Source: an optimization exercise on an open RTL-to-GDS flow (aim: small area and a short achievable clock period). Production flows keep margins and buffers that such runs may drop. Function was checked by simulation only, so behaviour that the tests miss may differ from the original. Power and IR drop assume default switching activity.

## zinc
==> flow/design.v (excerpt) <==
module cluster_hwpe_tile #(
  parameter int unsigned OpndDepth = 4,
  parameter int unsigned ResDepth  = 4
) (
  input  logic                               clk_i,
  input  logic                               rst_n_i,
  input  logic                               wb_cyc_i,
  input  logic                               wb_stb_i,
  input  logic                               wb_we_i,
  input  logic [tile_cfg_pkg::WB_ADDR_W-1:0] wb_adr_i,
  input  logic [tile_cfg_pkg::WB_DATA_W-1:0] wb_dat_i,
  output logic [tile_cfg_pkg::WB_DATA_W-1:0] wb_dat_o,
  output logic                               wb_ack_o,
  output logic                               wb_err_o,
  output logic                               evt_o
);
clock: 10.0 ns
lec_check: 0
abc_clock_period_in_ps: 3500
cap_margin: 20
core_margin: 2
core_utilization: 40
setup_slack_margin: 5
slew_margin: 20
run.sh (not shown) runs the stock make flow with config.mk's settings and CLKGATE_MAP_FILE= SYNTH_SCRIPT=/design/flow/synth_recipe.tcl, a recipe that flattens the netlist after the stock synthesis.
[inputs] juniper vs zinc
- clearing SETUP_SLACK_MARGIN, which used to be 5
- clearing ABC_CLOCK_PERIOD_IN_PS, which used to be 3500
Notes after the runs:
Going from zinc to juniper, cell area barely changed, sum of routed wire segments on met1 grew by 120 um. Between zinc and juniper, the difference in wire length is negligible. Delta(routed length on met2, juniper - zinc) > 0. As far as leakage power summed over all cells is concerned, zinc and juniper perform about the same. Re worst path setup slack after routing: zinc and juniper aren't equal, and the lower value belongs to juniper. zinc and juniper ended up with roughly the same overall power.

cluster_hwpe_tile, a different RTL version from the one above (not shown whole).
Size: ~470 flip-flops, ~100 I/O pins, ~26,000 sq um of cells after synthesis.
==> flow/config.mk <==
export PLATFORM = sky130hd
export DESIGN_NAME = cluster_hwpe_tile
export DESIGN_NICKNAME = cluster_hwpe_tile
export VERILOG_FILES = /design/flow/design.v
export SDC_FILE = /design/flow/constraint.sdc
export NUM_CORES = 4
export LEC_CHECK = 0
export ABC_CLOCK_PERIOD_IN_PS = 3500
export CAP_MARGIN = 20
export CORE_MARGIN = 2
export CORE_UTILIZATION = 40
export CTS_CLUSTER_DIAMETER = 160
export CTS_CLUSTER_SIZE = 20
export SLEW_MARGIN = 20
==> flow/constraint.sdc <==
create_clock -name core_clock -period 10.0 [get_ports {clk_i}]
set_input_delay 2.0000 -clock core_clock [delete_from_list [all_inputs] [get_ports {clk_i}]]
set_output_delay 2.0000 -clock core_clock [all_outputs]
set_load 0.01 [all_outputs]
standard.sh (not shown) runs the stock make flow with config.mk's settings and CLKGATE_MAP_FILE= SYNTH_SCRIPT=/design/flow/synth_recipe.tcl, a recipe that flattens the netlist after the stock synthesis.
==> flow/flow/run.sh <==
#!/bin/bash
# Standard synthesis, then the standard layout with a tighter setup
# target for repair_timing and plain buffers on the ports; each step logs
# to its own file here (the ORFS logs are under orfs/logs).
# The clock and constraints are unchanged.
set -euo pipefail
MARGIN=${MARGIN:-6.6}
bash standard.sh synth > synth.log 2>&1
bash standard.sh SETUP_SLACK_MARGIN=$MARGIN "BUFFER_PORTS_ARGS=-buffer_cell sky130_fd_sc_hd__buf_2" finish > layout.log 2>&1
Next try:
--- a/flow/flow/run.sh
+++ b/flow/flow/run.sh
@@ -7 +7 @@
-MARGIN=${MARGIN:-6.6}
+MARGIN=${MARGIN:-6.75}
Settings changed: CTS_CLUSTER_DIAMETER 160 to 120, CTS_CLUSTER_SIZE 20 to 24.
What happened: Sequential share of layout area falls by 0.92 points; cell area rises by 2.2%; combinational power rises by 7.0%; first-iteration DRC count rises by 0.82%; die area does not change; worst hold slack improved by 0.0060 ns; sequential cell count is unchanged; global-route usage falls by 0.84 points; routed wire length falls by 2.5%.

Starting RTL as in the previous note.
// cluster_hwpe_tile
module cluster_hwpe_tile #(
  parameter int unsigned OpndDepth = 4,
  parameter int unsigned ResDepth  = 4
) (
  input  logic                               clk_i,
  input  logic                               rst_n_i,
  input  logic                               wb_cyc_i,
  input  logic                               wb_stb_i,
  input  logic                               wb_we_i,
  input  logic [tile_cfg_pkg::WB_ADDR_W-1:0] wb_adr_i,
  input  logic [tile_cfg_pkg::WB_DATA_W-1:0] wb_dat_i,
  output logic [tile_cfg_pkg::WB_DATA_W-1:0] wb_dat_o,
  output logic                               wb_ack_o,
  output logic                               wb_err_o,
  output logic                               evt_o
);
Settings: LEC_CHECK=0, ABC_CLOCK_PERIOD_IN_PS=3500, CAP_MARGIN=20, CORE_MARGIN=2, CORE_UTILIZATION=40, CTS_CLUSTER_DIAMETER=140, CTS_CLUSTER_SIZE=22, SLEW_MARGIN=20; clock period 10.0 ns.
==> flow/flow/run.sh <==
#!/bin/bash
# Standard synthesis, then the standard layout with a tighter setup
# target for repair_timing and plain buffers on the ports; each step logs
# to its own file here (the ORFS logs are under orfs/logs).
# The clock and constraints are unchanged.
set -euo pipefail
MARGIN=${MARGIN:-6.7}
bash standard.sh synth > synth.log 2>&1
bash standard.sh SETUP_SLACK_MARGIN=$MARGIN "BUFFER_PORTS_ARGS=-buffer_cell sky130_fd_sc_hd__buf_2" finish > layout.log 2>&1
Edit:
--- a/flow/flow/run.sh
+++ b/flow/flow/run.sh
@@ -5,5 +5,5 @@
 # The clock and constraints are unchanged.
 set -euo pipefail
-MARGIN=${MARGIN:-6.7}
+MARGIN=${MARGIN:-6.6}
 bash standard.sh synth > synth.log 2>&1
 bash standard.sh SETUP_SLACK_MARGIN=$MARGIN "BUFFER_PORTS_ARGS=-buffer_cell sky130_fd_sc_hd__buf_2" finish > layout.log 2>&1
CTS_CLUSTER_SIZE = 26   (was 22)
=> Via count hardly moves; final cell count came out lower by about 0.66%; hold slack is worse by 0.0090 ns; synthesized area is unchanged; utilization came out lower by 0.64 points; combinational power came out lower by about 4%; power came out lower by about 2.3%; routed wire length came out higher by 2.8%; final area came out lower by about 1.4%; die area stays the same.
Edit:
--- a/flow/flow/run.sh
+++ b/flow/flow/run.sh
@@ -5,5 +5,5 @@
 # The clock and constraints are unchanged.
 set -euo pipefail
-MARGIN=${MARGIN:-6.6}
+MARGIN=${MARGIN:-6.75}
 bash standard.sh synth > synth.log 2>&1
 bash standard.sh SETUP_SLACK_MARGIN=$MARGIN "BUFFER_PORTS_ARGS=-buffer_cell sky130_fd_sc_hd__buf_2" finish > layout.log 2>&1
CTS_CLUSTER_SIZE = 22   (was 26)
Effect: Final cell count climbs by about 0.7%; count of clock-buffer cells in the layout came out higher by 7; die area stays the same; power went up by about 3%; global-route usage shrinks by 0.70 points; cell area increases by about 1.8%; wire length is lower by about 3%.
Edit:
--- a/flow/flow/run.sh
+++ b/flow/flow/run.sh
@@ -5,5 +5,5 @@
 # The clock and constraints are unchanged.
 set -euo pipefail
-MARGIN=${MARGIN:-6.75}
+MARGIN=${MARGIN:-6.6}
 bash standard.sh synth > synth.log 2>&1
 bash standard.sh SETUP_SLACK_MARGIN=$MARGIN "BUFFER_PORTS_ARGS=-buffer_cell sky130_fd_sc_hd__buf_2" finish > layout.log 2>&1
CTS_CLUSTER_DIAMETER = 120   (was 140)
CTS_CLUSTER_SIZE = 24   (was 22)
PLACE_DENSITY = 0.75   (was default)
Effect:
- non-clock buffer count goes down by 15
- setup slack is worse by 0.080 ns
- combinational power falls by a few percent
- area after synthesis stays the same
- core utilization fell by 0.64 points
- via count goes up by a few percent
- total power fell slightly
- clock skew increases by 0.0098 ns
- sequential share of layout area increases by 0.62 points
- maximum frequency drops by a few percent
- cell area fell slightly
Edit:
--- a/flow/flow/run.sh
+++ b/flow/flow/run.sh
@@ -5,5 +5,5 @@
 # The clock and constraints are unchanged.
 set -euo pipefail
-MARGIN=${MARGIN:-6.6}
+MARGIN=${MARGIN:-6.5}
 bash standard.sh synth > synth.log 2>&1
 bash standard.sh SETUP_SLACK_MARGIN=$MARGIN "BUFFER_PORTS_ARGS=-buffer_cell sky130_fd_sc_hd__buf_2" finish > layout.log 2>&1
CTS_CLUSTER_DIAMETER = 140   (was 120)
CTS_CLUSTER_SIZE = 22   (was 24)
PLACE_DENSITY = default   (was 0.75)
- power went down slightly
- final cell count is about the same
- clock skew fell by 0.015 ns
- fmax shrinks slightly
- routed wire length is higher by a few percent
- non-clock buffer count goes down by 4
- sequential cell count is unchanged
- clock-buffer cell count came out higher by 4
Edit:
--- a/flow/flow/run.sh
+++ b/flow/flow/run.sh
@@ -5,5 +5,5 @@
 # The clock and constraints are unchanged.
 set -euo pipefail
-MARGIN=${MARGIN:-6.5}
+MARGIN=${MARGIN:-6.6}
 bash standard.sh synth > synth.log 2>&1
 bash standard.sh SETUP_SLACK_MARGIN=$MARGIN "BUFFER_PORTS_ARGS=-buffer_cell sky130_fd_sc_hd__buf_2" finish > layout.log 2>&1
CTS_CLUSTER_DIAMETER = 120   (was 140)
CTS_CLUSTER_SIZE = 24   (was 22)
Effect: The new run produced a clean layout; clock power increases by about 4%; non-clock buffer count increases by 5; worst setup slack is better by 0.090 ns.

-- re-timing with driven ports --
The results above use ideal ports. As a check the final layouts listed here were re-extracted and re-timed, cells and wires unchanged. Step 1: set_driving_cell puts a clkbuf_16 on clk_i and a buf_2 on each other input, an assumption about the parent block. Step 2, shift: input delay + t, output delay - t, t = (earliest + latest rising clock arrival at the registers) / 2. This alone moves slack from input paths to output paths. a / b / c = ideal / step 1 / step 2; a / b = the first two.
run	t (ns)	slack for setup (ns)	worst setup path after step 2	slew at the worst register clock pin (ns)	worst slew at a driven data input, ns
zinc	0.643	5.172 / 5.172 / 5.136	input to register	0.07 / 0.07	0.06
juniper	0.641	5.015 / 5.015 / 5.015	register to register	0.07 / 0.07	0.06
the first run of note 2	0.667	6.710 / 6.710 / 6.117	input to register	0.11 / 0.11	0.05
the second run of note 2	0.651	6.751 / 6.751 / 6.250	input to register	0.10 / 0.10	0.04
the first run of note 3	0.647	6.741 / 6.741 / 6.244	input to register	0.10 / 0.10	0.04
the second run of note 3	0.637	6.719 / 6.719 / 6.227	input to register	0.12 / 0.12	0.06
the third run of note 3	0.649	6.733 / 6.733 / 6.236	input to register	0.11 / 0.11	0.04
the fourth run of note 3	0.633	6.653 / 6.653 / 6.233	input to register	0.10 / 0.10	0.04
the fifth run of note 3	0.650	6.603 / 6.603 / 6.039	input to register	0.10 / 0.10	0.05
the sixth run of note 3	0.653	6.693 / 6.693 / 6.204	input to register	0.10 / 0.10	0.06
After both steps every run listed still meets setup and hold. For the first run of note 2, which loses most, drivers alone change the setup slack by 0.000 ns; drivers and shift together by -0.593 ns.
